Context: an optimization exercise on an open-source flow, tuned for a short achievable clock period and few clock cycles. The choices shown serve that exercise and are no tape-out recipe.
Function was checked by simulation only, so behaviour that the tests miss may differ from the original.
Power and IR drop assume default switching activity.

==> flow/design.v, too long to show whole: its modules and the start of the top module <==
// module toht_ram: 22 lines
// module toht_search: 566 lines
// module time_ordered_history_table: 187 lines
// module toht_top: 39 lines
module toht_top (
    input  wire logic        clk,
    input  wire logic        rst_n,
    input  wire logic        start,
    output logic             busy,
    input  wire logic [1:0]  cmd_op,
    input  wire logic [30:0] cmd_id,
    input  wire logic [31:0] cmd_time,
    input  wire logic [63:0] cmd_payload,
    output logic             done,
    output logic             res_found,
    output logic [30:0]      res_id,
    output logic [31:0]      res_time,
    output logic [63:0]      res_payload,
    output logic [6:0]       res_fill
);
  // ...
==> flow/run.sh <==
#!/bin/bash
# synth_recipe.tcl (not shown) runs the flow's synth.tcl, then flattens the netlist and writes it again
# the make line also repeats each setting of config.mk as NAME=value (left out here)
make -C /OpenROAD-flow-scripts/flow DESIGN_CONFIG=/design/flow/config.mk WORK_HOME=/design/flow/orfs CLKGATE_MAP_FILE= SYNTH_SCRIPT=/design/flow/synth_recipe.tcl finish
==> flow/config.mk <==
export PLATFORM = sky130hd
export DESIGN_NAME = toht_top
export DESIGN_NICKNAME = toht_top
export VERILOG_FILES = /design/flow/design.v
export SDC_FILE = /design/flow/constraint.sdc
export NUM_CORES = 4
export LEC_CHECK = 0
export ABC_CLOCK_PERIOD_IN_PS = 2500
export CAP_MARGIN = 20
export CORE_MARGIN = 2
export CORE_UTILIZATION = 55
export PLACE_DENSITY = 0.65
export SETUP_SLACK_MARGIN = 5
export SLEW_MARGIN = 20
export SYNTH_MEMORY_MAX_BITS = 16384
==> flow/constraint.sdc <==
create_clock -name core_clock -period 10.0 [get_ports {clk}]
set_input_delay 2.0000 -clock core_clock [delete_from_list [all_inputs] [get_ports {clk}]]
set_output_delay 2.0000 -clock core_clock [all_outputs]
set_load 0.01 [all_outputs]
==> results.yml, run 1 <==
status:
  status: "timing/DRC/antenna clean"
yosys:
  synthAdderAreaFrac_pct: 5.78
  syn-instance-count: 14100
  synth.most_common_cell: "edfxtp_1"
placed_design:
  dp_cells: 19000
  gp_congestion: 1.09
  pre_cts_slack_ns: 5.20
  numPortBuffers: 266
detailed_routing:
  antenna_left: 0
  first_pass_iters: 9
  wl_met2_um: 374000
  wl_um: 914000
timing:
  fmax_mhz: 201
  tightestPinTransition_ns: 1.31
  setup_tns_ns: 0
  hold_viol_final: 0
  rsz0062_at_grt: "no"
cells_and_area:
  nFillCells: 28900
  multi_input_cells: 8138
  seq-cell-share_pct: 60.0
  n_antenna_cell: 45
  layout-drive-gt1-share_pct: 13.7
  layout_commonest_cell: "edfxtp_1"
  fin_area_mm2: 0.243
floorplanning:
  rows: 230
setup_path:
  cp_top_family: "buffers and inverters"
  r2r-start: "u_table.op0[0]"
  critPathBufInv: 4
  start_kind: "flip-flop"
  cp-startpoint: "u_table.op0[0]"
  rr_endpoint: "u_table.clt1[49]"
clocking:
  cts_hold_buf: 0
  cts_sinks: 5127
  clk_pin_slew_ns: 0.06
pwr:
  power.internal_uw: 37800
  p_sw_share_pct: 26.6
global_route:
  met3_usage_pct: 15.4
Testbench counts, summed over its fixed seeds: cycles 12,840.
==> run 2: changes to the inputs <==
==> flow/flow/run.sh (new file) <==
#!/bin/bash
set -euo pipefail
export SETUP_SLACK_MARGIN=${SETUP_SLACK_MARGIN_OVERRIDE:-6.8}
bash standard.sh > standard_flow.log 2>&1
==> flow/standard.sh (new file) <==
#!/bin/bash
# synth_recipe.tcl (not shown) runs the flow's synth.tcl, then flattens the netlist and writes it again
# the make line also repeats each setting of config.mk as NAME=value (left out here)
make -C /OpenROAD-flow-scripts/flow DESIGN_CONFIG=/design/flow/config.mk WORK_HOME=/design/flow/orfs CLKGATE_MAP_FILE= SYNTH_SCRIPT=/design/flow/synth_recipe.tcl "${@:-finish}"
--- a/flow/config.mk
+++ b/flow/config.mk
@@ -10,6 +10,5 @@
 export CORE_MARGIN = 2
 export CORE_UTILIZATION = 55
 export PLACE_DENSITY = 0.65
-export SETUP_SLACK_MARGIN = 5
 export SLEW_MARGIN = 20
 export SYNTH_MEMORY_MAX_BITS = 16384
removed: flow/run.sh
==> run 2 against run 1 <==
  * Clock-buffer cell count did not move
  * Maximum frequency rose by 37%
  * Still clean on timing, DRC and antenna
  * Combinational power rose by 4.7%
  * Critical path depth fell by 12
  * Largest cell class unchanged
  * Routed wire length rose by 1.5%
  * Area after synthesis did not move
  * Critical path type is now reg -> out
==> results.yml, run 2 <==
setup_path:
  critPathBufInv: 1
  cp_cell_sequence: "buf_6"
  r2r-start: "u_table.sel3[22]"
  start_kind: "flip-flop"
  crit_fanout: 1
  path_class: "reg -> out"
  cp-end-kind: "primary output"
  cp-startpoint: "u_table.res_r[114]"
  arrival_ns: 1.64
  crit_required_ns: 8.00
  cp_top_family: "flip-flops"
  slowest_delay_ns: 0.45
  crit_path_top_delay_cell: "dfxtp_4"
yosys:
  synth.distinct_cells: 86
  synth_seq_cells: 5127
  synth_area_leaders: "edfxtp_1 60%, dfxtp_1 7.4%, ha_1 5.8%, a22oi_1 4.9%, mux2_2 4.5%"
  yosys_warnings: 2
  synth_simple_gate_area_share_pct: 5.13
  synth_top_area_share_pct: 60.0
  synth_edf_count: 4318
  muxShareOfSynthArea_pct: 5.22
  synth_compound_area_share_pct: 10.8
  syn_area_mm2: 0.216
  synthAdderAreaFrac_pct: 5.78
  avgSynthCellArea_um2: 15.4
  synth_common_cells: "4318 x edfxtp_1, 1413 x a22oi_1, 999 x ha_1"
  synth_ff_type: "edfxtp_1"
  synth_top_family_by_area: "compound AO/OA/AOI/OAI gates"
  synth_xor_area_share_pct: 4.04
  seq_area_frac_synth_pct: 67.5
  synth_top_area_cell: "edfxtp_1"
  async_reset_ff_share_pct: 0.234
  syn-instance-count: 14100
  synth.most_common_cell: "edfxtp_1"
flow_run:
  drv_cap: 0
global_route:
  grt_pass1_wl_um: 1220000
  grt_pass1_vias: 142000
  antenna_found_initial: 89
  grt_overflow: 0
  grt_max_degree: 180
  grt.total_usage_pct: 45.2
clocking:
  cts_tree: "built"
  clk_pin_slew_ns: 0.06
  cts_buffer_depth: 4
  cts_hold_buf: 0
  cts_buffers: 544
  cts_sinks: 5127
  h-tree-depth: 6
  insertion_delay_ns: 1.07
  cts_root_buf: "clkbuf_16"
cells_and_area:
  largest_reg_flops: 4064
  top_regs: "u_table.u_ram.rec (4064), u_table.u_ram.dropped (254), u_table.res_r (134)"
  layout_commonest_cell: "edfxtp_1"
  nFillCells: 28500
  layout-drive-gt1-share_pct: 16.7
  stdcell_count: 20200
  areaGrowthSynthToFinish_pct: 14.2
  nNetsFinal: 15600
  multi_input_comb_area_mm2: 0.0684
  mostFrequentLayoutCells: "4318 x edfxtp_1, 1413 x a22oi_1, 997 x ha_1"
  largest_register: "u_table.u_ram.rec"
  register_area_mm2: 0.146
pwr:
  irDropWorstVdd_mv: 0.183
  powerDensity_mw_per_mm2: 210
  leakage_uw: 0.0829
timing:
  holdWs_ns: 0.306
  finalWorstSetupSlack_ns: 6.36
  drv_slew: 0
  finalCritPeriodShare_pct: 36.4
  setup_tns_ns: 0
  tightestPinTransition_ns: 1.33
  setup_viol: 0
  relSlewSlack_pct: 10.7
  fmax_mhz: 275
  period_needed_ns: 3.64
  hold_viol_final: 0
  rsz0062_at_grt: "yes"
  finalClockSkew_ns: 0.0502
detailed_routing:
  post-route-drc-count: 0
  vias_per_cell: 7.44
  wl_per_cell_um: 46.0
  vias: 150000
  wl_um: 927000
  drt_iter0_drc: 26900
  first_pass_iters: 9
  antenna_left: 0
min_path:
  hold_start: "u_table.fill2[4]"
  hold_path_class: "reg -> reg"
placed_design:
  hpwl_um: 600000
  gp_congestion: 1.09
  numPortBuffers: 266
  pre_cts_slack_ns: 5.20
  dp_cells: 19000
status:
  status: "timing/DRC/antenna clean"
floorplanning:
  pin_count: 269
  core_area_mm2: 0.392
  start_util_pct: 55.1
  die_h_um: 631
  die_w_um: 631
  rows: 230
  die-area_mm2: 0.398
[run 2: cell counts after synthesis]
No cell type changed its count.
[run 2: path summary, 6_finish.rpt]
| kind | end | slack, ns | cells past startpoint |
|---|---|---|---|
| min | u_table.fill3[4] | 0.31 | 0 |
| min in group asynchronous | u_table.done_r | 1.45 | 1 |
| min reg2reg | u_table.fill3[4] | 0.31 | 0 |
| max in group asynchronous | u_table.app0 | 7.91 | 1 |
| max reg2reg | u_table.res_r[128] | 6.61 | 7 |
| max | res_id[11] | 6.36 | 1 |
[run 2: timing repair]
item                       in CTS  in global routing
gates cloned                   23                 12
resized for setup            1037                155
pin swaps                       6                 29
setup endpoints to repair    2887               1122
setup buffers                  16                 48
[run 2: per-layer routing]
metal / part of all wire (%) / track usage, %
met5: 0.036 / 0.121
met4: 9.2 / 34.1
met3: 14 / 15.9
met2: 41 / 62.4
met1: 35 / 58.5
[run 2: report_power, final]
part | switching (uW) | total, uW | internal, uW
registers | 1080 | 25100 | 24000
logic | 3870 | 6010 | 2140
clock network | 8910 | 20700 | 11800
[run 2: kinds of logic (layout without fill, tap and decap cells)]
kind of cell,Yosys count,in the layout
DFF,5127,5127
AOI/OAI and AO/OA,3111,3111
and+or+nand+nor,2010,2010
muxes,1019,1020
adders and majority gates,999,999
xor gates and xnor gates,997,997
buffers and inverters,789,1636
other,1,54
[run 2: final cells by class]
class,instances,share of cell area (%)
tap,5220,2.65
inverter,32,0.0486
multi-input combinational,8139,27.7
antenna,52,0.0527
clock buffer,749,6.13
sequential,5127,59.2
timing repair buffer,606,3.01
clock inverter,249,1.16
[run 2: stage by stage]
stage	utilization, %	instance area (um^2)	power (uW)
3_5_place_dp	57.5	225000	30900
2_1_floorplan	-	216000	28400
6_report	63.0	247000	51900
4_1_cts	62.6	245000	51400
3_3_place_gp	57.5	225000	30900
5_1_grt	63.0	247000	52900
==> run 3: changes to the inputs <==
==> flow/flow/run.sh (replaced) <==
#!/bin/bash
set -euo pipefail
export SETUP_SLACK_MARGIN=${SETUP_SLACK_MARGIN_OVERRIDE:-7.0}
bash standard.sh > standard_flow.log 2>&1
--- a/flow/config.mk
+++ b/flow/config.mk
@@ -9,6 +9,6 @@
 export CAP_MARGIN = 20
 export CORE_MARGIN = 2
 export CORE_UTILIZATION = 55
-export PLACE_DENSITY = 0.65
+export PLACE_DENSITY = 0.6
 export SLEW_MARGIN = 20
 export SYNTH_MEMORY_MAX_BITS = 16384
==> run 3 against run 2 <==
  * Still clean on timing, DRC and antenna
  * Critical path depth is the same
  * Area after synthesis stayed put
  * Global-route usage is 1.5 points higher
  * Sequential cell count unchanged
  * Synthesized cell count unchanged
  * First-iteration DRC count up 14%
  * Clock-buffer cell count decreased by 33
  * Highest routed layer unchanged
==> results.yml, run 3 <==
global_route:
  antenna_found_initial: 104
  grt_pass1_wl_um: 1250000
  grt_pass1_vias: 142000
  grt_overflow: 0
  grt_max_degree: 182
  grt.total_usage_pct: 46.6
yosys:
  synth_ff_type: "edfxtp_1"
  synth.most_common_cell: "edfxtp_1"
  synth_area_leaders: "edfxtp_1 60%, dfxtp_1 7.4%, ha_1 5.8%, a22oi_1 4.9%, mux2_2 4.5%"
  avgSynthCellArea_um2: 15.4
  synth_common_cells: "4318 x edfxtp_1, 1413 x a22oi_1, 999 x ha_1"
  synth_edf_count: 4318
  seq_area_frac_synth_pct: 67.5
  async_reset_ff_share_pct: 0.234
  synth_top_area_cell: "edfxtp_1"
  synth_top_area_share_pct: 60.0
  synth_seq_cells: 5127
  syn-instance-count: 14100
  synth.distinct_cells: 86
  yosys_warnings: 2
  syn_area_mm2: 0.216
min_path:
  hold_path_class: "reg -> reg"
status:
  status: "timing/DRC/antenna clean"
cells_and_area:
  largest_reg_flops: 4064
  nFillCells: 27200
  stdcell_count: 20500
  layout_commonest_cell: "edfxtp_1"
  nNetsFinal: 15900
  largest_register: "u_table.u_ram.rec"
  multi_input_comb_area_mm2: 0.0725
  areaGrowthSynthToFinish_pct: 18.6
  mostFrequentLayoutCells: "4318 x edfxtp_1, 1413 x a22oi_1, 900 x xnor2_1"
  post-route-util_pct: 65.4
  register_area_mm2: 0.146
  top_regs: "u_table.u_ram.rec (4064), u_table.u_ram.dropped (254), u_table.res_r (134)"
  layout-drive-gt1-share_pct: 21.4
detailed_routing:
  drt_iter0_drc: 30700
  vias: 156000
  post-route-drc-count: 0
  wl_per_cell_um: 47.6
  antenna_left: 0
  wl_um: 975000
  first_pass_iters: 9
  vias_per_cell: 7.62
pwr:
  irDropWorstVdd_mv: 0.189
  leakage_uw: 0.0860
  power.internal_uw: 38400
  switchingPower_uw: 14400
  powerDensity_mw_per_mm2: 206
  power_frac_comb_pct: 12.8
  p_seq_share_pct: 47.6
  clock_power_share_pct: 39.7
  p_sw_share_pct: 27.3
floorplanning:
  die_w_um: 631
  die_h_um: 631
  die-area_mm2: 0.398
  core_area_mm2: 0.392
  pin_count: 269
  rows: 230
  start_util_pct: 55.1
setup_path:
  crit_fanout: 1
  cp_cell_sequence: "buf_6"
  crit_required_ns: 8.00
  slowest_delay_ns: 0.48
  crit_path_top_delay_cell: "dfxtp_4"
  start_kind: "flip-flop"
  critPathBufInv: 1
  cp_top_family: "flip-flops"
  arrival_ns: 1.70
  path_class: "reg -> out"
  cp-end-kind: "primary output"
timing:
  fmax_mhz: 271
  hold_viol_final: 0
  setup_tns_ns: 0
  period_needed_ns: 3.70
  finalWorstSetupSlack_ns: 6.30
  tightestPinTransition_ns: 1.34
  holdWs_ns: 0.302
  finalCritPeriodShare_pct: 37.0
  rsz0062_at_grt: "yes"
  finalClockSkew_ns: 0.0517
  relSlewSlack_pct: 10.8
  drv_slew: 0
  setup_viol: 0
clocking:
  cts_sinks: 5127
  cts_buffer_depth: 4
  cts_hold_buf: 0
  insertion_delay_ns: 1.10
  clk_pin_slew_ns: 0.06
  cts_root_buf: "clkbuf_16"
  cts_tree: "built"
  cts_buffers: 540
  h-tree-depth: 6
placed_design:
  hpwl_um: 613000
  dp_cells: 19000
  pre_cts_slack_ns: 5.14
  gp_congestion: 1.09
  numPortBuffers: 266
flow_run:
  drv_cap: 0
[run 3: power groups by stage]
stage                     combinational, uW  sequential [uW]  clock, uW
after floorplan                        2660            25800          0
after global placement                 5490            25400          0
after detailed placement               5500            25400          0
after CTS                              5910            25000      20900
after global routing                   6850            25100      21700
final                                  6740            25100      21000
[run 3: layout make-up]
class	count	area share (%)
sequential	5127	57.1
multi-input combinational	8140	28.3
clock buffer	716	5.77
timing repair buffer	924	4.88
tap	5220	2.55
clock inverter	281	1.33
antenna	59	0.0576
inverter	32	0.0469
[run 3: worst register-to-register path, stage by stage, from the launching register on]
cell	delay [ns]
dfxtp_2	0.33
ha_4	0.17
buf_12	0.13
buf_8	0.12
buf_12	0.13
buf_12	0.15
buf_16	0.14
buf_16	0.15
buf_6	0.14
buf_16	0.14
buf_4	0.14
buf_12	0.13
mux2_2	0.30
ha_1	0.32
nand4_1	0.25
nor2_2	0.09
a211oi_2	0.33
[run 3: through the flow]
stage / power (uW) / cell area [um^2]
floorplan: 28400 / 216000
global placement: 30900 / 225000
detailed placement: 30900 / 225000
CTS: 51900 / 249000
global route: 53700 / 256000
finish: 52800 / 256000
[run 3: logic make-up (layout without fill, tap and decap cells)]
logic type,after synthesis,count (layout),share of synthesized area (%)
DFF,5127,5127,67.5
AOI/OAI and AO/OA,3111,3111,10.8
and+or+nand+nor,2010,2010,5.13
muxes,1019,1021,5.22
adders and majority gates,999,999,5.78
xor gates and xnor gates,997,997,4.04
buffers and inverters,789,1953,1.46
other,1,61,0.00173
[run 3: timing repair]
action	in CTS	in global routing
gates resized for setup	1291	716
gates cloned	73	44
setup endpoints to repair	2104	867
buffers inserted	105	186
pin swaps	148	439
[run 3: per-layer routing]
metal  share of wire [%]  up-vias  GRT usage (%)
met1                  36    78100           62.9
met2                  39    16400           61.3
met3                  17     3380           20.6
li1                    -    58200              -
met4                 7.9       81           28.9
met5                0.14        -          0.290
[run 3: final timing paths]
| path | slack (ns) | startpoint | end | cells past startpoint |
|---|---|---|---|---|
| max | 6.30 | u_table.res_r[111] | res_id[8] | 1 |
| min | 0.30 | u_table.fill3[0] | u_table.res_r[0] | 0 |
| max reg2reg | 6.71 | u_table.op0[1] | u_table.clt1[90] | 16 |
| min reg2reg | 0.30 | u_table.fill3[0] | u_table.res_r[0] | 0 |
| max in group asynchronous | 8.40 | rst_n | u_table.total[3] | 2 |
| min in group asynchronous | 1.30 | rst_n | u_table.v3 | 2 |

-- separate check: timing with driven ports --
How much do the figures lean on ideal ports? The routed layouts below were timed once more, with nothing changed but the port constraints. Step 1 sets driving cells, clkbuf_16 on the clock port and buf_2 on the other inputs (assumed; they add their load-dependent delay and slew). Step 2 adds t to the input delays and takes it off the output delays; t is the mean of the earliest and latest rising clock arrival at the registers after step 1. Input paths then give back, and output paths get back, about the clock's delay inside the block. Three values: no drivers, after step 1, after step 2; two values: the first two.
run | t, ns | setup slack, ns | worst setup path after step 2
run 1 | 1.169 | 5.036 / 5.036 / 5.036 | register to register
run 2 | 1.167 | 6.365 / 6.244 / 6.607 | register to register
run 3 | 1.204 | 6.304 / 6.169 / 6.714 | register to register
After both steps setup and hold are still met in every run listed.
